What follows belongs to an exercise in optimizing a design on an open flow for small area, a short achievable clock period and few clock cycles per item; a production flow would make more cautious choices. Only simulation tests tie the RTL to the original design; equivalence was not proved.

<file path="design/flow/config.mk">
export PLATFORM = sky130hd
export DESIGN_NAME = go_to_goal_drive_controller_unit
export DESIGN_NICKNAME = go_to_goal_drive_controller_unit
export VERILOG_FILES = /design/flow/design.v
export SDC_FILE = /design/flow/constraint.sdc
export NUM_CORES = 4
export LEC_CHECK = 0
export CAP_MARGIN = 20
export CORE_MARGIN = 2
export CORE_UTILIZATION = 40
export CTS_BUF_LIST = sky130_fd_sc_hd__clkbuf_4 sky130_fd_sc_hd__clkbuf_8
export SETUP_SLACK_MARGIN = 5
export SLEW_MARGIN = 20
</file>
<file path="design/flow/constraint.sdc">
create_clock -name core_clock -period 10.0 [get_ports {clk}]
set_input_delay 2.0000 -clock core_clock [delete_from_list [all_inputs] [get_ports {clk}]]
set_output_delay 2.0000 -clock core_clock [all_outputs]
set_load 0.01 [all_outputs]
</file>
<file path="design/flow/design.v">
`timescale 1ns / 1ps
package ggdc_pkg;
  localparam int CORDIC_STEPS_DEF = 16;
  localparam int ATAN_IW          = 5;    
  localparam int PC_W             = 3;
  localparam logic [1:0] OPN_TICK  = 2'd0;
  localparam logic [1:0] OPN_START = 2'd1;
  localparam logic [1:0] OPN_STOP  = 2'd2;
  localparam longint    PI_Q30       = 64'd3373259426;
  localparam int        PI_Q13       = 25736;
  localparam int        INV_GAIN_Q16 = 39797;
  localparam int        RECIP5_Q18   = 52429;   
  localparam int        TURN_MAX     = 3277;
  localparam int        DRV_TURN_MAX = 2048;
  localparam int        SPEED_MIN    = 819;
  localparam int        SPEED_MAX    = 3277;
  localparam int        SPEED_SAT_D  = 409;     
  typedef enum logic [2:0] {
    OP_IDLE, OP_ROTATE, OP_MUL_LO, OP_MUL_HI, OP_DIST, OP_DECIDE, OP_FINISH, OP_EMIT
  } op_t;
  typedef enum logic [1:0] {
    J_NEXT, J_DISPATCH, J_LOOP, J_WAIT_OUT
  } jmp_t;
  typedef logic [PC_W-1:0] pc_t;
  typedef struct packed {
    op_t  op;
    jmp_t jmp;
    pc_t  target;
  } ucode_t;
  typedef struct packed {
    logic go;
    logic stop;
    logic out_free;
  } cond_t;
  localparam pc_t PC_IDLE   = 3'd0;
  localparam pc_t PC_ROTATE = 3'd1;
  localparam pc_t PC_MUL_LO = 3'd2;
  localparam pc_t PC_MUL_HI = 3'd3;
  localparam pc_t PC_DIST   = 3'd4;
  localparam pc_t PC_DECIDE = 3'd5;
  localparam pc_t PC_FINISH = 3'd6;
  localparam pc_t PC_EMIT   = 3'd7;
endpackage
`timescale 1ns / 1ps
module ggdc_add #(
  parameter int W = 8,
  parameter int STYLE = 1
) (
  input  logic [W-1:0] a,
  input  logic [W-1:0] b,
  input  logic         ci,
  output logic [W-1:0] s
);
  if (STYLE == 0) begin : g_plain
    assign s = a + b + W'(ci);
  end else if (STYLE == 2) begin : g_ripple
    logic [W:0] c;
    always_comb begin
      c[0] = ci;
      for (int i = 0; i < W; i++) begin
        s[i]   = a[i] ^ b[i] ^ c[i];
        c[i+1] = (a[i] & b[i]) | (c[i] & (a[i] ^ b[i]));
      end
    end
  end else begin : g_bk
    localparam int L = $clog2(W);
    logic [W-1:0] p, g, gg, pp;
    always_comb begin
      p  = a ^ b;
      g  = a & b;
      gg = g;
      pp = p;
      gg[0] = g[0] | (p[0] & ci);
      for (int l = 0; l < L; l++) begin
        for (int i = (2 << l) - 1; i < W; i += (2 << l)) begin
          gg[i] = gg[i] | (pp[i] & gg[i - (1 << l)]);
          pp[i] = pp[i] & pp[i - (1 << l)];
        end
      end
      for (int l = L - 2; l >= 0; l--) begin
        for (int i = (3 << l) - 1; i < W; i += (2 << l)) begin
          gg[i] = gg[i] | (pp[i] & gg[i - (1 << l)]);
          pp[i] = pp[i] & pp[i - (1 << l)];
        end
      end
      s[0] = p[0] ^ ci;
      for (int i = 1; i < W; i++) s[i] = p[i] ^ gg[i-1];
    end
  end
endmodule
`timescale 1ns / 1ps
module go_to_goal_drive_controller_unit (
  input  logic        clk,
  input  logic        rst,
  input  logic        psel,
  input  logic        penable,
  input  logic        pwrite,
  input  logic [3:0]  paddr,
  input  logic [31:0] pwdata,
  output logic [31:0] prdata,
  output logic        pready,
  input  logic        s_tvalid,
  output logic        s_tready,
  input  logic [79:0] s_tdata,    
  input  logic [2:0]  s_tuser,    
  output logic        m_tvalid,
  input  logic        m_tready,
  output logic [31:0] m_tdata,    
  output logic [0:0]  m_tuser     
);
  localparam int ADD_STYLE = 1;
  logic signed [31:0] goal_east, goal_north;
  logic [15:0]        arrive_radius;
  logic [14:0]        heading_tolerance;
  wire                cfg_wr = psel & penable & pwrite;
  assign pready = 1'b1;
  always_ff @(posedge clk) begin
    if (rst) begin
      goal_east         <= '0;
      goal_north        <= '0;
      arrive_radius     <= 16'd128;
      heading_tolerance <= 15'd1229;
    end else if (cfg_wr) begin
      case (paddr[3:2])
        2'd0:    goal_east         <= pwdata;
        2'd1:    goal_north        <= pwdata;
        2'd2:    arrive_radius     <= pwdata[15:0];
        default: heading_tolerance <= pwdata[14:0];
      endcase
    end
  end
  always_comb begin
    case (paddr[3:2])
      2'd0:    prdata = goal_east;
      2'd1:    prdata = goal_north;
      2'd2:    prdata = {16'b0, arrive_radius};
      default: prdata = {17'b0, heading_tolerance};
    endcase
  end
  wire adv      = ~m_tvalid | m_tready;
  assign s_tready = adv;
  wire in_acc   = s_tvalid & adv;
  wire in_start = s_tuser[1:0] == 2'd1;
  wire in_stop  = s_tuser[1:0] == 2'd2;
  wire in_tick  = (s_tuser[1:0] == 2'd0) & s_tuser[2];    
  logic r1_v, r1_tick, r1_stop;
  logic signed [15:0] r1_hd;
  logic signed [32:0] r1_dx;
  logic signed [32:0] r1_dy;
  always_ff @(posedge clk) begin
    if (rst) r1_v <= 1'b0;
    else if (adv) r1_v <= in_acc & (in_start | in_stop | in_tick);
    if (adv) begin
      r1_tick <= in_tick;
      r1_stop <= in_stop;
      r1_hd <= s_tdata[79:64];
      r1_dx <= {goal_east[31], goal_east} - {s_tdata[31], s_tdata[31:0]};
      r1_dy <= {goal_north[31], goal_north} - {s_tdata[63], s_tdata[63:32]};
    end
  end
  wire        c0_neg = r1_dx[32];
  wire        c0_dyn = r1_dy[32];
  wire        c0_dyz = ~|r1_dy;
  wire        s_0    = c0_neg ? (c0_dyn | c0_dyz) : ~c0_dyn;    
  wire        c0_mx  = s_0 ^ c0_neg;
  wire [32:0] c0_ax  = r1_dx ^ {33{c0_neg}};
  wire [32:0] c0_ay  = r1_dy ^ {33{c0_dyn}};
  wire [32:0] c0_by  = r1_dy ^ {33{c0_neg}};
  wire [32:0] c0_bx  = r1_dx ^ {33{c0_mx}};
  wire [34:0] c0_x1  = {{2{c0_ax[32]}}, c0_ax} + {{2{c0_ay[32]}}, c0_ay} + {34'b0, c0_neg} + {34'b0, c0_dyn};
  wire [34:0] c0_y1  = {{2{c0_by[32]}}, c0_by} + {{2{c0_bx[32]}}, c0_bx} + {34'b0, c0_neg} + {34'b0, c0_mx};
  wire [1:0]  c0_q   = {c0_neg, ~c0_dyn};    
  wire [44:0] xn_0 = {c0_x1[32:0], 12'b0};
  wire signed [44:0] yn_0 = {c0_y1[32:0], 12'b0};
  logic r2_v, r2_tick, r2_stop;
  logic signed [15:0] r2_hd;
  logic [1:0] r2_q;
  logic [0:0] r2_s;
  logic [44:12] r2_x;
  logic signed [44:12] r2_y;
  always_ff @(posedge clk) begin
    if (rst) r2_v <= 1'b0;
    else if (adv) r2_v <= r1_v;
    if (adv) begin
      r2_tick <= r1_tick;
      r2_stop <= r1_stop;
      r2_hd <= r1_hd;
      r2_q <= c0_q;
      r2_s <= {s_0};
      r2_x <= xn_0[44:12];
      r2_y <= yn_0[44:12];
    end
  end
  wire [44:0] x_1 = {r2_x, 12'b0};
  wire signed [44:0] y_1 = {r2_y, 12'b0};
  wire s_1 = ~y_1[44];    
  wire signed [44:0] ysh_1 = y_1 >>> 1;
  wire [44:0] xsh_1 = x_1 >> 1;
  wire [45:0] xn_1;
  ggdc_add #(.W(46), .STYLE(ADD_STYLE)) u_ax1 (.a(46'(x_1)), .b(46'(ysh_1) ^ {46{~s_1}}), .ci(~s_1), .s(xn_1));
  wire signed [45:0] yn_1;
  ggdc_add #(.W(46), .STYLE(ADD_STYLE)) u_ay1 (.a(46'(y_1)), .b(46'({1'b0, xsh_1}) ^ {46{s_1}}), .ci(s_1), .s(yn_1));
  logic r3_v, r3_tick, r3_stop;
  logic signed [15:0] r3_hd;
  logic [1:0] r3_q;
  logic [1:0] r3_s;
  logic [45:11] r3_x;
  logic signed [45:11] r3_y;
  always_ff @(posedge clk) begin
    if (rst) r3_v <= 1'b0;
    else if (adv) r3_v <= r2_v;
    if (adv) begin
      r3_tick <= r2_tick;
      r3_stop <= r2_stop;
      r3_hd <= r2_hd;
      r3_q <= r2_q;
      r3_s <= {{s_1}, r2_s};
      r3_x <= xn_1[45:11];
      r3_y <= yn_1[45:11];
    end
  end
  wire [45:0] x_2 = {r3_x, 11'b0};
  wire signed [45:0] y_2 = {r3_y, 11'b0};
  wire s_2 = ~y_2[45];    
  wire signed [45:0] ysh_2 = y_2 >>> 2;
  wire [45:0] xsh_2 = x_2 >> 2;
  wire [45:0] xn_2;
  ggdc_add #(.W(46), .STYLE(ADD_STYLE)) u_ax2 (.a(46'(x_2)), .b(46'(ysh_2) ^ {46{~s_2}}), .ci(~s_2), .s(xn_2));
  wire signed [44:0] yn_2;
  ggdc_add #(.W(45), .STYLE(ADD_STYLE)) u_ay2 (.a(45'(y_2)), .b(45'({1'b0, xsh_2}) ^ {45{s_2}}), .ci(s_2), .s(yn_2));
  logic r4_v, r4_tick, r4_stop;
  logic signed [15:0] r4_hd;
  logic [1:0] r4_q;
  logic [2:0] r4_s;
  logic [45:9] r4_x;
  logic signed [44:9] r4_y;
  always_ff @(posedge clk) begin
    if (rst) r4_v <= 1'b0;
    else if (adv) r4_v <= r3_v;
    if (adv) begin
      r4_tick <= r3_tick;
      r4_stop <= r3_stop;
      r4_hd <= r3_hd;
      r4_q <= r3_q;
      r4_s <= {{s_2}, r3_s};
      r4_x <= xn_2[45:9];
      r4_y <= yn_2[44:9];
    end
  end
  wire [45:0] x_3 = {r4_x, 9'b0};
  wire signed [44:0] y_3 = {r4_y, 9'b0};
  wire s_3 = ~y_3[44];    
  wire signed [44:0] ysh_3 = y_3 >>> 3;
  wire [45:0] xsh_3 = x_3 >> 3;
  wire [45:0] xn_3;
  ggdc_add #(.W(46), .STYLE(ADD_STYLE)) u_ax3 (.a(46'(x_3)), .b(46'(ysh_3) ^ {46{~s_3}}), .ci(~s_3), .s(xn_3));
  wire signed [43:0] yn_3;
  ggdc_add #(.W(44), .STYLE(ADD_STYLE)) u_ay3 (.a(44'(y_3)), .b(44'({1'b0, xsh_3}) ^ {44{s_3}}), .ci(s_3), .s(yn_3));
  logic r5_v, r5_tick, r5_stop;
  logic signed [15:0] r5_hd;
  logic [1:0] r5_q;
  logic [3:0] r5_s;
  logic [45:6] r5_x;
  logic signed [43:6] r5_y;
  always_ff @(posedge clk) begin
    if (rst) r5_v <= 1'b0;
    else if (adv) r5_v <= r4_v;
    if (adv) begin
      r5_tick <= r4_tick;
      r5_stop <= r4_stop;
      r5_hd <= r4_hd;
      r5_q <= r4_q;
      r5_s <= {{s_3}, r4_s};
      r5_x <= xn_3[45:6];
      r5_y <= yn_3[43:6];
    end
  end
  wire [45:0] x_4 = {r5_x, 6'b0};
  wire signed [43:0] y_4 = {r5_y, 6'b0};
  wire s_4 = ~y_4[43];    
  wire signed [43:0] ysh_4 = y_4 >>> 4;
  wire [45:0] xsh_4 = x_4 >> 4;
  wire [45:0] xn_4;
  ggdc_add #(.W(46), .STYLE(ADD_STYLE)) u_ax4 (.a(46'(x_4)), .b(46'(ysh_4) ^ {46{~s_4}}), .ci(~s_4), .s(xn_4));
  wire signed [42:0] yn_4;
  ggdc_add #(.W(43), .STYLE(ADD_STYLE)) u_ay4 (.a(43'(y_4)), .b(43'({1'b0, xsh_4}) ^ {43{s_4}}), .ci(s_4), .s(yn_4));
  logic r6_v, r6_tick, r6_stop;
  logic signed [15:0] r6_hd;
  logic [1:0] r6_q;
  logic [4:0] r6_s;
  logic [45:2] r6_x;
  logic signed [42:2] r6_y;
  always_ff @(posedge clk) begin
    if (rst) r6_v <= 1'b0;
    else if (adv) r6_v <= r5_v;
    if (adv) begin
      r6_tick <= r5_tick;
      r6_stop <= r5_stop;
      r6_hd <= r5_hd;
      r6_q <= r5_q;
      r6_s <= {{s_4}, r5_s};
      r6_x <= xn_4[45:2];
      r6_y <= yn_4[42:2];
    end
  end
  wire [45:0] x_5 = {r6_x, 2'b0};
  wire signed [42:0] y_5 = {r6_y, 2'b0};
  wire s_5 = ~y_5[42];    
  wire signed [42:0] ysh_5 = y_5 >>> 5;
  wire [45:0] xsh_5 = x_5 >> 5;
  wire [45:0] xn_5;
  ggdc_add #(.W(46), .STYLE(ADD_STYLE)) u_ax5 (.a(46'(x_5)), .b(46'(ysh_5) ^ {46{~s_5}}), .ci(~s_5), .s(xn_5));
  wire signed [41:0] yn_5;
  ggdc_add #(.W(42), .STYLE(ADD_STYLE)) u_ay5 (.a(42'(y_5)), .b(42'({1'b0, xsh_5}) ^ {42{s_5}}), .ci(s_5), .s(yn_5));
  wire sgn_5 = yn_5[41];
  wire [40:0] yhn_5 = yn_5[40:0] ^ {41{sgn_5}};
  logic r7_v, r7_tick, r7_stop;
  logic signed [15:0] r7_hd;
  logic [1:0] r7_q;
  logic [5:0] r7_s;
  logic [45:0] r7_x;
  logic [40:0] r7_yh;
  logic  r7_sg;
  always_ff @(posedge clk) begin
    if (rst) r7_v <= 1'b0;
    else if (adv) r7_v <= r6_v;
    if (adv) begin
      r7_tick <= r6_tick;
      r7_stop <= r6_stop;
      r7_hd <= r6_hd;
      r7_q <= r6_q;
      r7_s <= {{s_5}, r6_s};
      r7_x <= xn_5[45:0];
      r7_yh <= yhn_5;
      r7_sg <= sgn_5;
    end
  end
  wire [45:0] x_6 = r7_x;
  wire [40:0] yh_6 = r7_yh;
  wire sg_6 = r7_sg;
  wire s_6 = ~sg_6;    
  wire [40:0] yhs_6 = yh_6 >> 6;
  wire [45:0] xsh_6 = x_6 >> 6;
  wire [45:0] xn_6;
  ggdc_add #(.W(46), .STYLE(ADD_STYLE)) u_ax6 (.a(46'(x_6)), .b(46'(yhs_6)), .ci(sg_6), .s(xn_6));
  wire [40:0] yd_6;
  ggdc_add #(.W(41), .STYLE(ADD_STYLE)) u_ay6 (.a(41'(yh_6)), .b(~(41'({1'b0, xsh_6}))), .ci(1'b1), .s(yd_6));
  wire sgn_6 = yd_6[40] ^ sg_6;
  wire [39:0] yhn_6 = yd_6[39:0] ^ {40{yd_6[40]}};
  logic r8_v, r8_tick, r8_stop;
  logic signed [15:0] r8_hd;
  logic [1:0] r8_q;
  logic [6:0] r8_s;
  logic [45:0] r8_x;
  logic [39:0] r8_yh;
  logic  r8_sg;
  always_ff @(posedge clk) begin
    if (rst) r8_v <= 1'b0;
    else if (adv) r8_v <= r7_v;
    if (adv) begin
      r8_tick <= r7_tick;
      r8_stop <= r7_stop;
      r8_hd <= r7_hd;
      r8_q <= r7_q;
      r8_s <= {{s_6}, r7_s};
      r8_x <= xn_6[45:0];
      r8_yh <= yhn_6;
      r8_sg <= sgn_6;
    end
  end
  wire [45:0] x_7 = r8_x;
  wire [39:0] yh_7 = r8_yh;
  wire sg_7 = r8_sg;
  wire s_7 = ~sg_7;    
  wire [39:0] yhs_7 = yh_7 >> 7;
  wire [45:0] xsh_7 = x_7 >> 7;
  wire [45:0] xn_7;
  ggdc_add #(.W(46), .STYLE(ADD_STYLE)) u_ax7 (.a(46'(x_7)), .b(46'(yhs_7)), .ci(sg_7), .s(xn_7));
  wire [39:0] yd_7;
  ggdc_add #(.W(40), .STYLE(ADD_STYLE)) u_ay7 (.a(40'(yh_7)), .b(~(40'({1'b0, xsh_7}))), .ci(1'b1), .s(yd_7));
  wire sgn_7 = yd_7[39] ^ sg_7;
  wire [38:0] yhn_7 = yd_7[38:0] ^ {39{yd_7[39]}};
  logic r9_v, r9_tick, r9_stop;
  logic signed [15:0] r9_hd;
  logic [1:0] r9_q;
  logic [7:0] r9_s;
  logic [45:0] r9_x;
  logic [38:0] r9_yh;
  logic  r9_sg;
  always_ff @(posedge clk) begin
    if (rst) r9_v <= 1'b0;
    else if (adv) r9_v <= r8_v;
    if (adv) begin
      r9_tick <= r8_tick;
      r9_stop <= r8_stop;
      r9_hd <= r8_hd;
      r9_q <= r8_q;
      r9_s <= {{s_7}, r8_s};
      r9_x <= xn_7[45:0];
      r9_yh <= yhn_7;
      r9_sg <= sgn_7;
    end
  end
  wire [45:0] x_8 = r9_x;
  wire [38:0] yh_8 = r9_yh;
  wire sg_8 = r9_sg;
  wire s_8 = ~sg_8;    
  wire [38:0] yhs_8 = yh_8 >> 8;
  wire [45:0] xsh_8 = x_8 >> 8;
  wire [45:0] xn_8;
  ggdc_add #(.W(46), .STYLE(ADD_STYLE)) u_ax8 (.a(46'(x_8)), .b(46'(yhs_8)), .ci(sg_8), .s(xn_8));
  wire [38:0] yd_8;
  ggdc_add #(.W(39), .STYLE(ADD_STYLE)) u_ay8 (.a(39'(yh_8)), .b(~(39'({1'b0, xsh_8}))), .ci(1'b1), .s(yd_8));
  wire sgn_8 = yd_8[38] ^ sg_8;
  wire [37:0] yhn_8 = yd_8[37:0] ^ {38{yd_8[38]}};
  logic r10_v, r10_tick, r10_stop;
  logic signed [15:0] r10_hd;
  logic [1:0] r10_q;
  logic [8:0] r10_s;
  logic [45:0] r10_x;
  logic [37:0] r10_yh;
  logic  r10_sg;
  always_ff @(posedge clk) begin
    if (rst) r10_v <= 1'b0;
    else if (adv) r10_v <= r9_v;
    if (adv) begin
      r10_tick <= r9_tick;
      r10_stop <= r9_stop;
      r10_hd <= r9_hd;
      r10_q <= r9_q;
      r10_s <= {{s_8}, r9_s};
      r10_x <= xn_8[45:0];
      r10_yh <= yhn_8;
      r10_sg <= sgn_8;
    end
  end
  wire [45:0] x_9 = r10_x;
  wire [37:0] yh_9 = r10_yh;
  wire sg_9 = r10_sg;
  wire s_9 = ~sg_9;    
  wire [37:0] yhs_9 = yh_9 >> 9;
  wire [45:0] xsh_9 = x_9 >> 9;
  wire [45:0] xn_9;
  ggdc_add #(.W(46), .STYLE(ADD_STYLE)) u_ax9 (.a(46'(x_9)), .b(46'(yhs_9)), .ci(sg_9), .s(xn_9));
  wire [37:0] yd_9;
  ggdc_add #(.W(38), .STYLE(ADD_STYLE)) u_ay9 (.a(38'(yh_9)), .b(~(38'({1'b0, xsh_9}))), .ci(1'b1), .s(yd_9));
  wire sgn_9 = yd_9[37] ^ sg_9;
  wire [36:0] yhn_9 = yd_9[36:0] ^ {37{yd_9[37]}};
  logic r11_v, r11_tick, r11_stop;
  logic signed [15:0] r11_hd;
  logic [1:0] r11_q;
  logic [9:0] r11_s;
  logic [45:0] r11_x;
  logic [36:0] r11_yh;
  logic  r11_sg;
  always_ff @(posedge clk) begin
    if (rst) r11_v <= 1'b0;
    else if (adv) r11_v <= r10_v;
    if (adv) begin
      r11_tick <= r10_tick;
      r11_stop <= r10_stop;
      r11_hd <= r10_hd;
      r11_q <= r10_q;
      r11_s <= {{s_9}, r10_s};
      r11_x <= xn_9[45:0];
      r11_yh <= yhn_9;
      r11_sg <= sgn_9;
    end
  end
  wire [45:0] x_10 = r11_x;
  wire [36:0] yh_10 = r11_yh;
  wire sg_10 = r11_sg;
  wire s_10 = ~sg_10;    
  wire [36:0] yhs_10 = yh_10 >> 10;
  wire [45:0] xsh_10 = x_10 >> 10;
  wire [45:0] xn_10;
  ggdc_add #(.W(46), .STYLE(ADD_STYLE)) u_ax10 (.a(46'(x_10)), .b(46'(yhs_10)), .ci(sg_10), .s(xn_10));
  wire [36:0] yd_10;
  ggdc_add #(.W(37), .STYLE(ADD_STYLE)) u_ay10 (.a(37'(yh_10)), .b(~(37'({1'b0, xsh_10}))), .ci(1'b1), .s(yd_10));
  wire sgn_10 = yd_10[36] ^ sg_10;
  wire [35:0] yhn_10 = yd_10[35:0] ^ {36{yd_10[36]}};
  logic r12_v, r12_tick, r12_stop;
  logic signed [15:0] r12_hd;
  logic [1:0] r12_q;
  logic [10:0] r12_s;
  logic [45:0] r12_x;
  logic [35:0] r12_yh;
  logic  r12_sg;
  always_ff @(posedge clk) begin
    if (rst) r12_v <= 1'b0;
    else if (adv) r12_v <= r11_v;
    if (adv) begin
      r12_tick <= r11_tick;
      r12_stop <= r11_stop;
      r12_hd <= r11_hd;
      r12_q <= r11_q;
      r12_s <= {{s_10}, r11_s};
      r12_x <= xn_10[45:0];
      r12_yh <= yhn_10;
      r12_sg <= sgn_10;
    end
  end
  wire [45:0] x_11 = r12_x;
  wire [35:0] yh_11 = r12_yh;
  wire sg_11 = r12_sg;
  wire s_11 = ~sg_11;    
  wire [35:0] yhs_11 = yh_11 >> 11;
  wire [45:0] xsh_11 = x_11 >> 11;
  wire [45:0] xn_11;
  ggdc_add #(.W(46), .STYLE(ADD_STYLE)) u_ax11 (.a(46'(x_11)), .b(46'(yhs_11)), .ci(sg_11), .s(xn_11));
  wire [35:0] yd_11;
  ggdc_add #(.W(36), .STYLE(ADD_STYLE)) u_ay11 (.a(36'(yh_11)), .b(~(36'({1'b0, xsh_11}))), .ci(1'b1), .s(yd_11));
  wire sgn_11 = yd_11[35] ^ sg_11;
  wire [34:0] yhn_11 = yd_11[34:0] ^ {35{yd_11[35]}};
  logic r13_v, r13_tick, r13_stop;
  logic signed [15:0] r13_hd;
  logic [1:0] r13_q;
  logic [11:0] r13_s;
  logic [45:0] r13_x;
  logic [34:0] r13_yh;
  logic  r13_sg;
  always_ff @(posedge clk) begin
    if (rst) r13_v <= 1'b0;
    else if (adv) r13_v <= r12_v;
    if (adv) begin
      r13_tick <= r12_tick;
      r13_stop <= r12_stop;
      r13_hd <= r12_hd;
      r13_q <= r12_q;
      r13_s <= {{s_11}, r12_s};
      r13_x <= xn_11[45:0];
      r13_yh <= yhn_11;
      r13_sg <= sgn_11;
    end
  end
  wire [45:0] x_12 = r13_x;
  wire [34:0] yh_12 = r13_yh;
  wire sg_12 = r13_sg;
  wire s_12 = ~sg_12;    
  wire [34:0] yhs_12 = yh_12 >> 12;
  wire [45:0] xsh_12 = x_12 >> 12;
  wire [45:0] xn_12;
  ggdc_add #(.W(46), .STYLE(ADD_STYLE)) u_ax12 (.a(46'(x_12)), .b(46'(yhs_12)), .ci(sg_12), .s(xn_12));
  wire [34:0] yd_12;
  ggdc_add #(.W(35), .STYLE(ADD_STYLE)) u_ay12 (.a(35'(yh_12)), .b(~(35'({1'b0, xsh_12}))), .ci(1'b1), .s(yd_12));
  wire sgn_12 = yd_12[34] ^ sg_12;
  wire [33:0] yhn_12 = yd_12[33:0] ^ {34{yd_12[34]}};
  logic r14_v, r14_tick, r14_stop;
  logic signed [15:0] r14_hd;
  logic [1:0] r14_q;
  logic [12:0] r14_s;
  logic [45:0] r14_x;
  logic [33:0] r14_yh;
  logic  r14_sg;
  always_ff @(posedge clk) begin
    if (rst) r14_v <= 1'b0;
    else if (adv) r14_v <= r13_v;
    if (adv) begin
      r14_tick <= r13_tick;
      r14_stop <= r13_stop;
      r14_hd <= r13_hd;
      r14_q <= r13_q;
      r14_s <= {{s_12}, r13_s};
      r14_x <= xn_12[45:0];
      r14_yh <= yhn_12;
      r14_sg <= sgn_12;
    end
  end
  wire [45:0] x_13 = r14_x;
  wire [33:0] yh_13 = r14_yh;
  wire sg_13 = r14_sg;
  wire s_13 = ~sg_13;    
  wire [33:0] yhs_13 = yh_13 >> 13;
  wire [45:0] xsh_13 = x_13 >> 13;
  wire [45:0] xn_13;
  ggdc_add #(.W(46), .STYLE(ADD_STYLE)) u_ax13 (.a(46'(x_13)), .b(46'(yhs_13)), .ci(sg_13), .s(xn_13));
  wire [33:0] yd_13;
  ggdc_add #(.W(34), .STYLE(ADD_STYLE)) u_ay13 (.a(34'(yh_13)), .b(~(34'({1'b0, xsh_13}))), .ci(1'b1), .s(yd_13));
  wire sgn_13 = yd_13[33] ^ sg_13;
  wire [32:0] yhn_13 = yd_13[32:0] ^ {33{yd_13[33]}};
  logic r15_v, r15_tick, r15_stop;
  logic signed [15:0] r15_hd;
  logic [1:0] r15_q;
  logic [13:0] r15_s;
  logic [45:0] r15_x;
  logic [32:0] r15_yh;
  logic  r15_sg;
  always_ff @(posedge clk) begin
    if (rst) r15_v <= 1'b0;
    else if (adv) r15_v <= r14_v;
    if (adv) begin
      r15_tick <= r14_tick;
      r15_stop <= r14_stop;
      r15_hd <= r14_hd;
      r15_q <= r14_q;
      r15_s <= {{s_13}, r14_s};
      r15_x <= xn_13[45:0];
      r15_yh <= yhn_13;
      r15_sg <= sgn_13;
    end
  end
  wire [45:0] x_14 = r15_x;
  wire [32:0] yh_14 = r15_yh;
  wire sg_14 = r15_sg;
  wire s_14 = ~sg_14;    
  wire [32:0] yhs_14 = yh_14 >> 14;
  wire [45:0] xsh_14 = x_14 >> 14;
  wire [45:0] xn_14;
  ggdc_add #(.W(46), .STYLE(ADD_STYLE)) u_ax14 (.a(46'(x_14)), .b(46'(yhs_14)), .ci(sg_14), .s(xn_14));
  wire [32:0] yd_14;
  ggdc_add #(.W(33), .STYLE(ADD_STYLE)) u_ay14 (.a(33'(yh_14)), .b(~(33'({1'b0, xsh_14}))), .ci(1'b1), .s(yd_14));
  wire sgn_14 = yd_14[32] ^ sg_14;
  wire [31:0] yhn_14 = yd_14[31:0] ^ {32{yd_14[32]}};
  logic r16_v, r16_tick, r16_stop;
  logic signed [15:0] r16_hd;
  logic [1:0] r16_q;
  logic [14:0] r16_s;
  logic [45:0] r16_x;
  logic [31:0] r16_yh;
  logic  r16_sg;
  always_ff @(posedge clk) begin
    if (rst) r16_v <= 1'b0;
    else if (adv) r16_v <= r15_v;
    if (adv) begin
      r16_tick <= r15_tick;
      r16_stop <= r15_stop;
      r16_hd <= r15_hd;
      r16_q <= r15_q;
      r16_s <= {{s_14}, r15_s};
      r16_x <= xn_14[45:0];
      r16_yh <= yhn_14;
      r16_sg <= sgn_14;
    end
  end
  wire [45:0] x_15 = r16_x;
  wire [31:0] yh_15 = r16_yh;
  wire sg_15 = r16_sg;
  wire s_15 = ~sg_15;    
  wire [31:0] yhs_15 = yh_15 >> 15;
  wire [45:0] xsh_15 = x_15 >> 15;
  wire [45:0] xn_15;
  ggdc_add #(.W(46), .STYLE(ADD_STYLE)) u_ax15 (.a(46'(x_15)), .b(46'(yhs_15)), .ci(sg_15), .s(xn_15));
  wire [31:0] yd_15;
  ggdc_add #(.W(32), .STYLE(ADD_STYLE)) u_ay15 (.a(32'(yh_15)), .b(~(32'({1'b0, xsh_15}))), .ci(1'b1), .s(yd_15));
  wire sgn_15 = yd_15[31] ^ sg_15;
  wire [30:0] yhn_15 = yd_15[30:0] ^ {31{yd_15[31]}};
  wire [14:0] sg = 15'({{s_15}, r16_s});    
  wire [4:0] ta_i = ~sg[4:0];
  logic [33:0] ta;
  always_comb begin
    case (ta_i)
      5'd0: ta = 34'd3609486738;
      5'd1: ta = 34'd1922857024;
      5'd2: ta = 34'd2613811080;
      5'd3: ta = 34'd927181366;
      5'd4: ta = 34'd3083399064;
      5'd5: ta = 34'd1396769350;
      5'd6: ta = 34'd2087723406;
      5'd7: ta = 34'd401093692;
      5'd8: ta = 34'd3342436420;
      5'd9: ta = 34'd1655806706;
      5'd10: ta = 34'd2346760762;
      5'd11: ta = 34'd660131048;
      5'd12: ta = 34'd2816348746;
      5'd13: ta = 34'd1129719032;
      5'd14: ta = 34'd1820673088;
      5'd15: ta = 34'd134043374;
      5'd16: ta = 34'd3475443364;
      5'd17: ta = 34'd1788813650;
      5'd18: ta = 34'd2479767706;
      5'd19: ta = 34'd793137992;
      5'd20: ta = 34'd2949355690;
      5'd21: ta = 34'd1262725976;
      5'd22: ta = 34'd1953680032;
      5'd23: ta = 34'd267050318;
      5'd24: ta = 34'd3208393046;
      5'd25: ta = 34'd1521763332;
      5'd26: ta = 34'd2212717388;
      5'd27: ta = 34'd526087674;
      5'd28: ta = 34'd2682305372;
      5'd29: ta = 34'd995675658;
      5'd30: ta = 34'd1686629714;
      5'd31: ta = 34'd0;
      default: ta = '0;
    endcase
  end
  wire [4:0] tb_i = ~sg[9:5];
  logic [33:0] tb;
  always_comb begin
    case (tb_i)
      5'd0: tb = 34'd129998472;
      5'd1: tb = 34'd62911440;
      5'd2: tb = 34'd96446770;
      5'd3: tb = 34'd29359738;
      5'd4: tb = 34'd113221598;
      5'd5: tb = 34'd46134566;
      5'd6: tb = 34'd79669896;
      5'd7: tb = 34'd12582864;
      5'd8: tb = 34'd121609906;
      5'd9: tb = 34'd54522874;
      5'd10: tb = 34'd88058204;
      5'd11: tb = 34'd20971172;
      5'd12: tb = 34'd104833032;
      5'd13: tb = 34'd37746000;
      5'd14: tb = 34'd71281330;
      5'd15: tb = 34'd4194298;
      5'd16: tb = 34'd125804174;
      5'd17: tb = 34'd58717142;
      5'd18: tb = 34'd92252472;
      5'd19: tb = 34'd25165440;
      5'd20: tb = 34'd109027300;
      5'd21: tb = 34'd41940268;
      5'd22: tb = 34'd75475598;
      5'd23: tb = 34'd8388566;
      5'd24: tb = 34'd117415608;
      5'd25: tb = 34'd50328576;
      5'd26: tb = 34'd83863906;
      5'd27: tb = 34'd16776874;
      5'd28: tb = 34'd100638734;
      5'd29: tb = 34'd33551702;
      5'd30: tb = 34'd67087032;
      5'd31: tb = 34'd0;
      default: tb = '0;
    endcase
  end
  logic [35:0] kq;
  always_comb begin
    case (r16_q)
      2'b11:   kq = 36'd1501649045;
      2'b10:   kq = 36'd63474606929;
      default: kq = 36'd66847866355;
    endcase
  end
  wire [35:0] zf = {14'b0, sg[10], sg[11], sg[12], sg[13], sg[14], 17'b0};    
  wire [35:0] zh = {~{{3{r16_hd[15]}}, r16_hd}, 17'b0};
  wire [35:0] zc_s0_0 = kq ^ 36'(ta) ^ 36'(tb);
  wire [35:0] zc_c0_0 = {((kq & 36'(ta)) | (kq & 36'(tb)) | (36'(ta) & 36'(tb)))} << 1;
  wire [35:0] zc_s1_0 = zc_s0_0 ^ zc_c0_0 ^ zf;
  wire [35:0] zc_c1_0 = {((zc_s0_0 & zc_c0_0) | (zc_s0_0 & zf) | (zc_c0_0 & zf))} << 1;
  wire [35:0] zc_s2_0 = zc_s1_0 ^ zc_c1_0 ^ zh;
  wire [35:0] zc_c2_0 = {((zc_s1_0 & zc_c1_0) | (zc_s1_0 & zh) | (zc_c1_0 & zh))} << 1;
  wire [17:0] zlo;
  ggdc_add #(.W(18), .STYLE(ADD_STYLE)) u_zl (.a({1'b0, zc_s2_0[16:0]}), .b({1'b0, zc_c2_0[16:0]}), .ci(1'b0), .s(zlo));
  wire [18:0] zhs = zc_s2_0[35:17];
  wire [18:0] zhc = zc_c2_0[35:17];
  wire xbig_15 = (|x_15[45:29]) | xn_15[29];
  logic r17_v, r17_tick, r17_stop;
  logic  r17_s15;
  logic [18:0] r17_zhs;
  logic [18:0] r17_zhc;
  logic  r17_zca;
  logic  r17_zl16;
  logic [28:0] r17_x;
  logic  r17_big;
  always_ff @(posedge clk) begin
    if (rst) r17_v <= 1'b0;
    else if (adv) r17_v <= r16_v;
    if (adv) begin
      r17_tick <= r16_tick;
      r17_stop <= r16_stop;
      r17_s15 <= s_15;
      r17_zhs <= zhs;
      r17_zhc <= zhc;
      r17_zca <= zlo[17];
      r17_zl16 <= zlo[16];
      r17_x <= xn_15[28:0];
      r17_big <= xbig_15;
    end
  end
  wire        zc2 = r17_zl16 & r17_s15;    
  wire [18:0] zk  = {17'b0, zc2 & r17_zca, zc2 ^ r17_zca};
  wire [18:0] ec_s0_0 = r17_zhs ^ r17_zhc ^ zk;
  wire [18:0] ec_c0_0 = {((r17_zhs & r17_zhc) | (r17_zhs & zk) | (r17_zhc & zk))} << 1;
  wire signed [18:0] err_raw;
  ggdc_add #(.W(19), .STYLE(ADD_STYLE)) u_er (.a(ec_s0_0), .b(ec_c0_0), .ci(1'b0), .s(err_raw));
  wire        dbig = r17_big;
  wire [45:0] dx29 = 46'(r17_x);
  wire [45:0] dc_s0_0 = (dx29 << 15) ^ (dx29 << 13) ^ (dx29 << 2);
  wire [45:0] dc_c0_0 = {(((dx29 << 15) & (dx29 << 13)) | ((dx29 << 15) & (dx29 << 2)) | ((dx29 << 13) & (dx29 << 2)))} << 1;
  wire [45:0] dc_s0_3 = dx29 ^ ~(dx29 << 10) ^ ~(dx29 << 7);
  wire [45:0] dc_c0_3 = {((dx29 & ~(dx29 << 10)) | (dx29 & ~(dx29 << 7)) | (~(dx29 << 10) & ~(dx29 << 7)))} << 1;
  wire [45:0] dc_s1_0 = dc_s0_0 ^ dc_c0_0 ^ dc_s0_3;
  wire [45:0] dc_c1_0 = {((dc_s0_0 & dc_c0_0) | (dc_s0_0 & dc_s0_3) | (dc_c0_0 & dc_s0_3))} << 1;
  wire [45:0] dc_s1_3 = dc_c0_3 ^ ~(dx29 << 4) ^ 46'd134217731;
  wire [45:0] dc_c1_3 = {((dc_c0_3 & ~(dx29 << 4)) | (dc_c0_3 & 46'd134217731) | (~(dx29 << 4) & 46'd134217731))} << 1;
  wire [45:0] dc_s2_0 = dc_s1_0 ^ dc_c1_0 ^ dc_s1_3;
  wire [45:0] dc_c2_0 = {((dc_s1_0 & dc_c1_0) | (dc_s1_0 & dc_s1_3) | (dc_c1_0 & dc_s1_3))} << 1;
  wire [45:0] dc_s3_0 = dc_s2_0 ^ dc_c2_0 ^ dc_c1_3;
  wire [45:0] dc_c3_0 = {((dc_s2_0 & dc_c2_0) | (dc_s2_0 & dc_c1_3) | (dc_c2_0 & dc_c1_3))} << 1;
  wire [28:0] dlo;
  ggdc_add #(.W(29), .STYLE(ADD_STYLE)) u_dl (.a({1'b0, dc_s3_0[27:0]}), .b({1'b0, dc_c3_0[27:0]}), .ci(1'b0), .s(dlo));
  logic r18_v, r18_tick, r18_stop;
  logic signed [18:0] r18_err;
  logic [16:0] r18_ds;
  logic [16:0] r18_dc;
  logic  r18_dcy;
  logic  r18_big;
  always_ff @(posedge clk) begin
    if (rst) r18_v <= 1'b0;
    else if (adv) r18_v <= r17_v;
    if (adv) begin
      r18_tick <= r17_tick;
      r18_stop <= r17_stop;
      r18_err <= err_raw;
      r18_ds <= dc_s3_0[44:28];
      r18_dc <= dc_c3_0[44:28];
      r18_dcy <= dlo[28];
      r18_big <= dbig;
    end
  end
  wire [16:0] dval;
  ggdc_add #(.W(17), .STYLE(ADD_STYLE)) u_dh (.a(r18_ds), .b(r18_dc), .ci(r18_dcy), .s(dval));
  localparam logic signed [18:0] PI_E   = 19'sd25736;
  localparam logic signed [18:0] TWO_PI = 19'sd51472;
  logic signed [18:0] err_w;
  always_comb begin
    if (r18_err > PI_E)       err_w = r18_err - TWO_PI;
    else if (r18_err < -PI_E) err_w = r18_err + TWO_PI;
    else                       err_w = r18_err;
  end
  wire        e_neg = err_w[18];
  wire [15:0] e_mag = 16'(e_neg ? -err_w : err_w);      
  wire        reach = ~r18_big & ({1'b0, dval} < {2'b0, arrive_radius});
  wire        d_hi  = r18_big | (dval > 17'd409);
  wire        d_lo  = dval < 17'd103;                   
  logic r19_v, r19_tick, r19_stop;
  logic  r19_reach;
  logic  r19_hi;
  logic  r19_lo;
  logic  r19_neg;
  logic [15:0] r19_mag;
  logic [8:0] r19_d;
  always_ff @(posedge clk) begin
    if (rst) r19_v <= 1'b0;
    else if (adv) r19_v <= r18_v;
    if (adv) begin
      r19_tick <= r18_tick;
      r19_stop <= r18_stop;
      r19_reach <= reach;
      r19_hi <= d_hi;
      r19_lo <= d_lo;
      r19_neg <= e_neg;
      r19_mag <= e_mag;
      r19_d <= dval[8:0];
    end
  end
  wire        spin   = {1'b0, r19_mag} > {2'b0, heading_tolerance};
  wire [17:0] spin_t = (18'(r19_mag) + {1'b0, r19_mag, 1'b0} + 18'd2) >> 2;    
  wire        f_sat  = r19_mag >= 16'd5119;
  wire [27:0] f_m    = 28'(r19_mag[12:0]);
  wire [27:0] fc_s0_0 = (f_m << 14) ^ (f_m << 13) ^ (f_m << 10);
  wire [27:0] fc_c0_0 = {(((f_m << 14) & (f_m << 13)) | ((f_m << 14) & (f_m << 10)) | ((f_m << 13) & (f_m << 10)))} << 1;
  wire [27:0] fc_s0_3 = (f_m << 9) ^ (f_m << 6) ^ (f_m << 5);
  wire [27:0] fc_c0_3 = {(((f_m << 9) & (f_m << 6)) | ((f_m << 9) & (f_m << 5)) | ((f_m << 6) & (f_m << 5)))} << 1;
  wire [27:0] fc_s1_0 = fc_s0_0 ^ fc_c0_0 ^ fc_s0_3;
  wire [27:0] fc_c1_0 = {((fc_s0_0 & fc_c0_0) | (fc_s0_0 & fc_s0_3) | (fc_c0_0 & fc_s0_3))} << 1;
  wire [27:0] fc_s1_3 = fc_c0_3 ^ (f_m << 3) ^ 28'd26216;
  wire [27:0] fc_c1_3 = {((fc_c0_3 & (f_m << 3)) | (fc_c0_3 & 28'd26216) | ((f_m << 3) & 28'd26216))} << 1;
  wire [27:0] fc_s2_0 = fc_s1_0 ^ fc_c1_0 ^ fc_s1_3;
  wire [27:0] fc_c2_0 = {((fc_s1_0 & fc_c1_0) | (fc_s1_0 & fc_s1_3) | (fc_c1_0 & fc_s1_3))} << 1;
  wire [27:0] fc_s3_0 = fc_s2_0 ^ fc_c2_0 ^ fc_c1_3;
  wire [27:0] fc_c3_0 = {((fc_s2_0 & fc_c2_0) | (fc_s2_0 & fc_c1_3) | (fc_c2_0 & fc_c1_3))} << 1;
  wire [16:0] f_lo;
  ggdc_add #(.W(17), .STYLE(ADD_STYLE)) u_fl (.a({1'b0, fc_s3_0[15:0]}), .b({1'b0, fc_c3_0[15:0]}), .ci(1'b0), .s(f_lo));
  wire [11:0] f_s = fc_s3_0[27:16];
  wire [11:0] f_c = fc_c3_0[27:16];
  wire        spin_sat = r19_mag >= 16'd4370;                
  wire [11:0] spd = r19_hi ? 12'd3277 : (r19_lo ? 12'd819 : {r19_d, 3'b0});
  logic r20_v, r20_tick, r20_stop;
  logic  r20_reach;
  logic  r20_neg;
  logic  r20_spin;
  logic  r20_ssat;
  logic  r20_fsat;
  logic [11:0] r20_st;
  logic [11:0] r20_fs;
  logic [11:0] r20_fc;
  logic  r20_fcy;
  logic [11:0] r20_spd;
  always_ff @(posedge clk) begin
    if (rst) r20_v <= 1'b0;
    else if (adv) r20_v <= r19_v;
    if (adv) begin
      r20_tick <= r19_tick;
      r20_stop <= r19_stop;
      r20_reach <= r19_reach;
      r20_neg <= r19_neg;
      r20_spin <= spin;
      r20_ssat <= spin_sat;
      r20_fsat <= f_sat;
      r20_st <= spin_t[11:0];
      r20_fs <= f_s;
      r20_fc <= f_c;
      r20_fcy <= f_lo[16];
      r20_spd <= spd;
    end
  end
  wire [11:0] f_q;
  ggdc_add #(.W(12), .STYLE(ADD_STYLE)) u_fh (.a(r20_fs), .b(r20_fc), .ci(r20_fcy), .s(f_q));    
  wire [11:0] t_mag = r20_spin ? (r20_ssat ? 12'd3277 : r20_st) : (r20_fsat ? 12'd2048 : f_q);
  wire [11:0] o_spd = r20_spin ? 12'd0 : r20_spd;
  logic armed;
  wire  tick_live = r20_v & r20_tick & armed;
  wire  beat      = r20_v & (r20_stop | tick_live);
  logic [11:0] o_speed;
  logic [12:0] o_turn;
  logic        o_arr;
  always_ff @(posedge clk) begin
    if (rst) begin
      armed    <= 1'b0;
      m_tvalid <= 1'b0;
    end else if (adv) begin
      m_tvalid <= beat;
      if (r20_v & ~r20_tick & ~r20_stop) armed <= 1'b1;    
      else if (r20_v & r20_stop)           armed <= 1'b0;    
      else if (tick_live & r20_reach)       armed <= 1'b0;    
    end
    if (adv) begin
      if (~tick_live | r20_reach) begin
        o_speed <= '0;
        o_turn  <= '0;
      end else begin
        o_speed <= o_spd;
        o_turn  <= r20_neg ? -{1'b0, t_mag} : {1'b0, t_mag};
      end
      o_arr <= tick_live & r20_reach;
    end
  end
  assign m_tdata = {7'b0, o_turn, o_speed};
  assign m_tuser = o_arr;
endmodule
</file>
<file path="design/flow/run.sh">
#!/bin/bash
# synth_recipe.tcl (not shown) runs the flow's synth.tcl, then flattens the netlist and writes it again
# the make line also repeats each setting of config.mk as NAME=value (left out here)
make -C /OpenROAD-flow-scripts/flow DESIGN_CONFIG=/design/flow/config.mk WORK_HOME=/design/flow/orfs CLKGATE_MAP_FILE= SYNTH_SCRIPT=/design/flow/synth_recipe.tcl finish
</file>
==> results.sh, run 1 <==
export IMPL_period_needed_ns=5.03
export IMPL_finalHoldViolCount=0
export IMPL_die_h_um=588
export IMPL_cts_buffer_depth=4
export IMPL_syn_cell_area_um2=136000
export IMPL_grt_pass1_wl_um=510000
export IMPL_io_pins=194
export IMPL_required_ns=8.00
export IMPL_tightest_slew_ns=1.21
export IMPL_synth_flop_cell="edfxtp_1"
export IMPL_rsz0062_at_grt="yes"
export IMPL_yosysUniqueCellTypes=103
export IMPL_max_cap_violations=0
export IMPL_dr_pass1_iters=5
export IMPL_core_region_area_um2=339000
export IMPL_setup_tns_ns=0
export IMPL_first_global_vias=87900
export IMPL_layout_common_cells="edfxtp_1, inv_1, ha_1"
export IMPL_viasPerCell=5.02
export IMPL_detailed_place_hpwl_um=258000
export IMPL_layout_commonest_cell="edfxtp_1"
export IMPL_hold_path_class="reg -> reg"
export IMPL_clock_skew_ns=0.0668
export IMPL_cp_arrival_ns=3.03
export IMPL_ant_nets=0
export IMPL_crit_fanout=8
export IMPL_fillerInstances=31000
export IMPL_cp_end_kind="primary output"
export IMPL_area_growth_pct=12.2
export IMPL_synth_area_leaders="edfxtp_1, ha_1, fa_1"
export IMPL_wl_um=329000
export IMPL_synth_cells=11300
export IMPL_die_area_um2=345000
export IMPL_worstSetupPathType="in -> out"
export IMPL_cts_root_buf="clkbuf_8"
export IMPL_startpoint_type="input port"
export IMPL_drc_errors=0
export IMPL_avgSynthCellArea_um2=12.0
export IMPL_ys_warn_count=35
export IMPL_cts_inserted_buffers=359
export IMPL_wl_per_cell_um=19.8
export IMPL_clkTransAtPathRegs_ns=0.06
export IMPL_grt_max_degree=191
export IMPL_detail_route_iter0_violations=4842
export IMPL_io_buffers=183
export IMPL_start_util_pct=40.1
export IMPL_fmax_ghz=0.199
export IMPL_multiInputGateArea_um2=69600
export IMPL_post_route_util_pct=45.0
export IMPL_holdBufCountCts=0
export IMPL_synth_edf_count=1937
export IMPL_slew_viol_final=0
export IMPL_grt_use_total_pct=18.8
export IMPL_slew_headroom_pct=19.5
export IMPL_synth_seq_cells=2054
export IMPL_vias=83500
export IMPL_synth_top_cell_area_share_pct=42.7
export IMPL_finalCritPeriodShare_pct=50.3
export IMPL_htreeDepth=5
export IMPL_synth_largest_area_cell="edfxtp_1"
export IMPL_ff_latch_area_um2=60500
export IMPL_yosysSeqAreaShare_pct=44.4
export IMPL_drive_gt1_share_pct=7.88
export IMPL_gp_congestion=0.886
export IMPL_nets=14200
export IMPL_grt_overflow=0
export IMPL_async_flop_share_pct=0
export IMPL_die_width_um=588
export IMPL_cts_tree="built"
export IMPL_clock_sinks=2054
export IMPL_rows=214
export IMPL_finalSetupViolCount=0
export IMPL_clkLatencyLatePin_ns=0.99
export IMPL_grt_antenna_before_repair=10
export IMPL_status="complete, no violations"
-- what timing repair did --
action,in CTS,in global routing
setup endpoints to repair,470,404
pin swaps,13,26
buffers inserted,34,40
gates resized for setup,169,116
cloned,10,3
-- flip-flops by register name (all words and copies together), names as in the netlist, 39 cells and up --
register and cells:
r7_x 46, r15_x 46, r8_x 46, r8_yh 40, r13_x 46, r16_x 46, r9_x 46, r14_x 46
r12_x 46, r7_yh 41, r10_x 46, r6_x 44, r9_yh 39, r11_x 46, r6_y 41, r5_x 40
-- synthesized netlist by cell type (23+ instances only) --
master	number
xnor2_1	956
dfxtp_1	117
nand4_1	85
and2_1	45
mux2i_1	25
and3_1	46
o21bai_1	83
or3_1	28
fa_1	720
nor4_1	38
xor2_1	650
o21a_1	103
o31ai_1	23
nand2_1	491
nor2b_1	98
nand3_1	116
nor2_1	360
nor3_1	102
ha_1	1549
o21ai_0	297
clkbuf_1	122
inv_1	1625
a211oi_1	47
nand2b_1	109
a31oi_1	50
a21oi_1	621
a21o_1	422
o211ai_1	34
edfxtp_1	1937
and4_1	25
buf_1	44
-- path summary, 6_finish.rpt --
path,start,end,slack (ns),depth (start not counted)
max,paddr[2],prdata[5],4.97,5
min,r10_hd[11],r11_hd[11],0.39,0
max reg2reg,r1_dy[31],r2_y[41],5.17,20
min reg2reg,r10_hd[11],r11_hd[11],0.39,0
-- cells by family (layout without fill, tap and decap cells) --
| group | Yosys count | after routing | share of synthesized area, % |
|---|---|---|---|
| and+or+nand+nor | 1606 | 1607 | 5.75 |
| muxes | 48 | 48 | 0.531 |
| AOI/OAI and AO/OA | 1908 | 1908 | 9.02 |
| xor gates and xnor gates | 1608 | 1608 | 10.4 |
| DFF | 2054 | 2054 | 44.4 |
| adders and majority gates | 2271 | 2271 | 24.8 |
| buffers and inverters | 1818 | 2590 | 5.07 |
| other | 2 | 12 | 0.00551 |
-- final cells by class --
class | count | area share (%)
Antenna cell | 4 | 0.00655
Clock buffer | 458 | 3.77
Clock inverter | 179 | 1.07
Inverter | 1626 | 4.01
Multi-Input combinational cell | 7450 | 45.6
Sequential cell | 2054 | 39.6
Tap cell | 4536 | 3.71
Timing Repair Buffer | 324 | 2.24
Timing Repair inverter | 3 | 0.0172
-- layer usage --
metal	vias to the layer above	GRT usage, %	share of wire [%]
met4	2	6.17	3.3
met5	-	0	0.0027
li1	40300	-	-
met2	1519	32.6	49
met3	541	2.01	3.2
met1	41200	24.7	44
-- per-stage QoR --
stage | std cells | worst slack [ns] | hold WS [ns] | area (um^2)
3_3_place_gp | 15900 | 3.53 | 0.403 | 144000
3_5_place_dp | 15900 | 3.43 | 0.405 | 144000
5_1_grt | 16600 | 4.94 | 0.409 | 153000
4_1_cts | 16600 | 4.96 | 0.395 | 152000
6_report | 16600 | 4.97 | 0.393 | 153000
2_1_floorplan | 11300 | 1.29 | 0.400 | 136000
-- worst max-delay path, stage by stage --
cell and delay (ns):
buf_12 0.10, buf_12 0.13, buf_6 0.10, mux4_2 0.55, buf_6 0.15
Testbench counts, summed over its fixed seeds: cycles 3,160, items 2,603.
==> run 2, diff against run 1 <==
--- a/design/flow/config.mk
+++ b/design/flow/config.mk
@@ -10,3 +10,5 @@
 export CORE_UTILIZATION = 40
-export CTS_BUF_LIST = sky130_fd_sc_hd__clkbuf_4 sky130_fd_sc_hd__clkbuf_8
+export CTS_BUF_LIST = sky130_fd_sc_hd__clkbuf_16
+export CTS_CLUSTER_DIAMETER = 100
+export CTS_CLUSTER_SIZE = 30
 export SETUP_SLACK_MARGIN = 5
==> results.sh, run 2 <==
export IMPL_ff2ff_path_depth=21
export IMPL_stdcell_area_um2=149000
export IMPL_cp_startpoint="paddr[2]"
export IMPL_crit_fanout=8
export IMPL_clkLatencyLatePin_ns=0.82
export IMPL_yosysMostFrequentCell="edfxtp_1"
export IMPL_vias=81600
export IMPL_ys_warn_count=35
export IMPL_cts_inserted_buffers=99
export IMPL_rsz0062_at_grt="yes"
export IMPL_start_util_pct=40.1
export IMPL_grt_pass1_wl_um=501000
export IMPL_period_needed_ns=5.04
export IMPL_hp_start="r3_hd[3]"
export IMPL_drc_errors=0
export IMPL_synth_seq_cells=2054
export IMPL_die_area_um2=345000
export IMPL_clkTransAtPathRegs_ns=0.10
export IMPL_die_width_um=588
export IMPL_yosysSeqAreaShare_pct=44.4
export IMPL_first_global_vias=85200
export IMPL_finalCritPeriodShare_pct=50.4
export IMPL_worstSetupPathType="in -> out"
export IMPL_io_pins=194
export IMPL_area_growth_pct=9.34
export IMPL_drive_gt1_share_pct=4.73
export IMPL_required_ns=8.00
export IMPL_startpoint_type="input port"
export IMPL_synth_largest_area_cell="edfxtp_1"
export IMPL_status="complete, no violations"
export IMPL_placed_cell_area_um2=144000
export IMPL_core_region_area_um2=339000
export IMPL_tightest_slew_ns=1.21
export IMPL_detail_route_iter0_violations=4896
export IMPL_cp_arrival_ns=3.04
export IMPL_max_cap_violations=0
export IMPL_use_met2_pct=32.5
export IMPL_synth_flop_cell="edfxtp_1"
export IMPL_cts_tree="built"
export IMPL_layout_commonest_cell="edfxtp_1"
export IMPL_use_met3_pct=1.63
export IMPL_rrSetupSlack_ns=5.12
export IMPL_nets=14000
export IMPL_viasPerCell=5.05
export IMPL_yosysUniqueCellTypes=103
export IMPL_synth_edf_count=1937
export IMPL_rows=214
export IMPL_synthTopCellsByCount="edfxtp_1, inv_1, ha_1"
export IMPL_grt_use_total_pct=18.5
export IMPL_dr_pass1_iters=6
export IMPL_finalHoldViolCount=0
export IMPL_gp_congestion=0.886
export IMPL_io_buffers=183
export IMPL_ant_nets=0
export IMPL_cts_buffer_depth=3
export IMPL_slew_headroom_pct=19.0
export IMPL_grtUsageMet1_pct=24.6
export IMPL_die_h_um=588
export IMPL_r2r_end="r2_y[41]"
export IMPL_avgSynthCellArea_um2=12.0
export IMPL_clock_skew_ns=0.0478
export IMPL_reg2reg_from="r1_dy[24]"
export IMPL_synth_area_leaders="edfxtp_1, ha_1, fa_1"
export IMPL_syn_cell_area_um2=136000
export IMPL_synth_cells=11300
export IMPL_setup_tns_ns=0
export IMPL_finalSetupViolCount=0
export IMPL_grt_overflow=0
export IMPL_hold_path_class="reg -> reg"
export IMPL_worstSetupEndpoint="prdata[5]"
export IMPL_grt_antenna_before_repair=8
export IMPL_detailed_place_hpwl_um=258000
export IMPL_cp_end_kind="primary output"
export IMPL_fmax_ghz=0.199
export IMPL_synth_top_cell_area_share_pct=42.7
export IMPL_stdcell_count=16200
export IMPL_dp_cells=15900
export IMPL_htreeDepth=3
export IMPL_holdBufCountCts=0
export IMPL_slew_viol_final=0
export IMPL_wl_per_cell_um=20.0
export IMPL_async_flop_share_pct=0
export IMPL_clock_sinks=2054
export IMPL_wl_um=323000
export IMPL_fillerInstances=31100
export IMPL_grt_busiest_layer="met2"
export IMPL_hold_ws_ns=0.419
export IMPL_cts_root_buf="clkbuf_16"
export IMPL_grt_max_degree=191
export IMPL_layout_common_cells="edfxtp_1, inv_1, ha_1"
## run 2: cell count changes in the layout (fill, tap and decap cells not counted), moves of 10 or more
cell        delta
clkbuf_8     -371
clkbuf_16     +99
inv_8         +12
clkbuf_4      -87
clkinv_8      +10
clkinv_1      -64
clkinv_2      -53
clkinvlp_4    -11
bufinv_16     -26
## run 2: through the flow
step / worst slack, ns / util (%)
global route: 4.81 / 43.9
CTS: 4.96 / 43.7
floorplan: 1.29 / -
finish: 4.96 / 43.9
global placement: 3.53 / 42.3
detailed placement: 3.43 / 42.3
## run 2: logic make-up after synthesis
family / count (synthesis) / synth area share, %
DFF: 2054 / 44.4
adders and majority gates: 2271 / 24.8
xor gates and xnor gates: 1608 / 10.4
other: 2 / 0.00551
and+or+nand+nor: 1606 / 5.75
buffers and inverters: 1818 / 5.07
AOI/OAI and AO/OA: 1908 / 9.02
muxes: 48 / 0.531
## run 2: how the worst min path moves through the flow
stage                      endpoint  depth (start not counted)
final                      r4_hd[3]                          0
after global routing       r4_hd[3]                          0
after CTS                  r4_hd[3]                          0
after detailed placement  r10_hd[5]                          0
after global placement     r16_q[1]                          0
after floorplan           r10_hd[0]                          0
## run 2: cell type report
class	count	area, um^2	share of cell area, %
diodes	1	2.50	0.00168
clock buffers	100	2500	1.68
clock inverters	71	1050	0.706
inverters	1626	6130	4.12
multi-input cells	7450	69600	46.7
flip-flops and latches	2054	60500	40.6
well taps	4536	5680	3.81
repair buffers	324	3410	2.29
repair inverters	3	26.3	0.0176
## run 2: layer usage
layer / wire length (um) / up-vias / part of all wire [%]
met5: 9 / - / 0.0028
met4: 8660 / 2 / 2.7
met3: 9010 / 338 / 2.8
met2: 161000 / 1217 / 50
met1: 144000 / 40500 / 45
li1: - / 39600 / -
## run 2: repair_timing
action	CTS	global route
resized for setup	175	119
setup buffers	34	41
cloned	10	2
endpoints found under the setup margin	481	394
pin swaps	11	26
## run 2: critical path, cell delays in order
cell	delay, ns
buf_12	0.10
buf_12	0.14
buf_6	0.10
mux4_2	0.54
buf_6	0.15
==> run 3, diff against run 2 <==
--- a/design/flow/config.mk
+++ b/design/flow/config.mk
@@ -11,4 +11,4 @@
 export CTS_BUF_LIST = sky130_fd_sc_hd__clkbuf_16
-export CTS_CLUSTER_DIAMETER = 100
-export CTS_CLUSTER_SIZE = 30
+export CTS_CLUSTER_DIAMETER = 50
+export CTS_CLUSTER_SIZE = 25
 export SETUP_SLACK_MARGIN = 5
==> results.sh, run 3 <==
export IMPL_viasPerCell=5.04
export IMPL_max_cap_violations=0
export IMPL_startpoint_type="input port"
export IMPL_ant_nets=0
export IMPL_fillerInstances=30600
export IMPL_grt_use_total_pct=18.7
export IMPL_die_width_um=588
export IMPL_io_pins=194
export IMPL_nets=14100
export IMPL_io_buffers=183
export IMPL_synth_top_cell_area_share_pct=42.7
export IMPL_multiInputGateArea_um2=69600
export IMPL_synth_seq_cells=2054
export IMPL_avgSynthCellArea_um2=12.0
export IMPL_cp_arrival_ns=2.97
export IMPL_synth_cells=11300
export IMPL_yosysMostFrequentCell="edfxtp_1"
export IMPL_status="complete, no violations"
export IMPL_detail_route_iter0_violations=5077
export IMPL_slew_headroom_pct=18.1
export IMPL_period_needed_ns=4.97
export IMPL_layout_commonest_cell="edfxtp_1"
export IMPL_cts_inserted_buffers=242
export IMPL_post_route_util_pct=45.4
export IMPL_worstSetupPathType="in -> out"
export IMPL_slew_viol_final=0
export IMPL_clock_skew_ns=0.0849
export IMPL_clkLatencyLatePin_ns=0.94
export IMPL_cp_end_kind="primary output"
export IMPL_synth_edf_count=1937
export IMPL_ff_latch_area_um2=60500
export IMPL_gp_congestion=0.886
export IMPL_hold_path_class="reg -> reg"
export IMPL_dr_pass1_iters=6
export IMPL_crit_fanout=11
export IMPL_start_util_pct=40.1
export IMPL_synth_flop_cell="edfxtp_1"
export IMPL_finalHoldViolCount=0
export IMPL_required_ns=8.00
export IMPL_htreeDepth=4
export IMPL_cts_tree="built"
export IMPL_yosysUniqueCellTypes=103
export IMPL_core_region_area_um2=339000
export IMPL_finalCritPeriodShare_pct=49.7
export IMPL_setup_tns_ns=0
export IMPL_vias=82900
export IMPL_tightest_slew_ns=1.23
export IMPL_fmax_ghz=0.201
export IMPL_area_growth_pct=13.2
export IMPL_drc_errors=0
export IMPL_first_global_vias=86800
export IMPL_die_h_um=588
export IMPL_finalSetupViolCount=0
export IMPL_grt_max_degree=191
export IMPL_syn_cell_area_um2=136000
export IMPL_synthTopCellsByCount="edfxtp_1, inv_1, ha_1"
export IMPL_die_area_um2=345000
export IMPL_holdBufCountCts=0
export IMPL_rows=214
export IMPL_cts_buffer_depth=4
export IMPL_synth_area_leaders="edfxtp_1, ha_1, fa_1"
export IMPL_detailed_place_hpwl_um=258000
export IMPL_synth_largest_area_cell="edfxtp_1"
export IMPL_cts_root_buf="clkbuf_16"
export IMPL_rsz0062_at_grt="no"
export IMPL_ys_warn_count=35
export IMPL_yosysSeqAreaShare_pct=44.4
export IMPL_wl_per_cell_um=19.9
export IMPL_drive_gt1_share_pct=6.85
export IMPL_clock_sinks=2054
export IMPL_grt_antenna_before_repair=7
export IMPL_async_flop_share_pct=0
export IMPL_layout_common_cells="edfxtp_1, inv_1, ha_1"
export IMPL_grt_pass1_wl_um=506000
export IMPL_wl_um=327000
export IMPL_clkTransAtPathRegs_ns=0.08
export IMPL_grt_overflow=0
-- run 3: per-layer routing --
metal	GRT usage, %	routed length (um)	up-vias
met5	0	0	-
met4	5.71	10300	0
met3	1.82	9870	482
met2	32.5	162000	1379
met1	24.6	145000	41000
li1	-	-	40100
-- run 3: final cells by class --
| class | count | share of cell area, % |
|---|---|---|
| Inverter | 1626 | 3.98 |
| Antenna cell | 2 | 0.00325 |
| Clock inverter | 199 | 1.67 |
| Tap cell | 4536 | 3.68 |
| Timing Repair inverter | 3 | 0.0170 |
| Sequential cell | 2054 | 39.3 |
| Multi-Input combinational cell | 7450 | 45.2 |
| Clock buffer | 247 | 4.01 |
| Timing Repair Buffer | 324 | 2.22 |
-- run 3: worst paths after layout --
path | start | endpoint | slack, ns | depth (start not counted)
hold / removal | r9_s[1] | r10_s[1] | 0.37 | 0
setup reg to reg | r7_sg | r8_x[45] | 5.13 | 17
setup / recovery | paddr[3] | prdata[13] | 5.03 | 3
hold reg to reg | r9_s[1] | r10_s[1] | 0.37 | 0
-- run 3: cells by family (layout without fill, tap and decap cells) --
logic type	after synthesis	in the layout	synth area share, %
xor+xnor	1608	1608	10.4
buf+inv	1818	2399	5.07
flops	2054	2054	44.4
mux	48	48	0.531
compound gates	1908	1908	9.02
fa+ha+maj	2271	2271	24.8
simple gates	1606	1607	5.75
other cells	2	10	0.00551
-- run 3: repair_timing --
action	CTS	global route
gates resized for setup	171	117
pin swaps	10	30
cloned	11	3
buffers inserted	32	41
setup endpoints to repair	483	358
-- run 3: worst max-delay path: stages --
cell and delay [ns]:
buf_16 0.13, mux4_2 0.53, dlygate4sd2_1 0.30
-- run 3: stage by stage --
stage	hold slack, ns	cell area, um^2	std cells	setup slack [ns]
after global routing	0.355	154000	16400	4.97
final	0.369	154000	16400	5.03
after floorplan	0.400	136000	11300	1.29
after CTS	0.346	153000	16400	4.99
after global placement	0.403	144000	15900	3.53
after detailed placement	0.405	144000	15900	3.43

## port drivers added, routing unchanged
In the flow no input, the clock included, has a driving cell. The finished layouts below were timed again as built, in two steps.
Step 1 (the two cells are an assumption about what drives the block):
set clk [get_ports {clk}]
set_driving_cell -lib_cell sky130_fd_sc_hd__clkbuf_16 $clk
set_driving_cell -lib_cell sky130_fd_sc_hd__buf_2 [delete_from_list [all_inputs] $clk]
Step 2 adds t to the input delays and takes it off the output delays; t is the mean of the earliest and latest rising clock arrival at the registers after step 1. Input paths then give back, and output paths get back, about the clock's delay inside the block.
Three values: no drivers, after step 1, after step 2; two values: the first two.
run | t, ns | setup WS [ns] | pins driven straight from the clock port
run 1 | 1.081 | 4.972 / 4.829 / 4.081 | 1
run 2 | 0.907 | 4.964 / 4.830 / 4.251 | 1
run 3 | 1.014 | 5.030 / 4.839 / 4.181 | 1
After both steps every run listed still meets setup and hold. The setup slack of run 1, which loses most, moves by -0.143 ns with the drivers and by -0.891 ns with both steps.
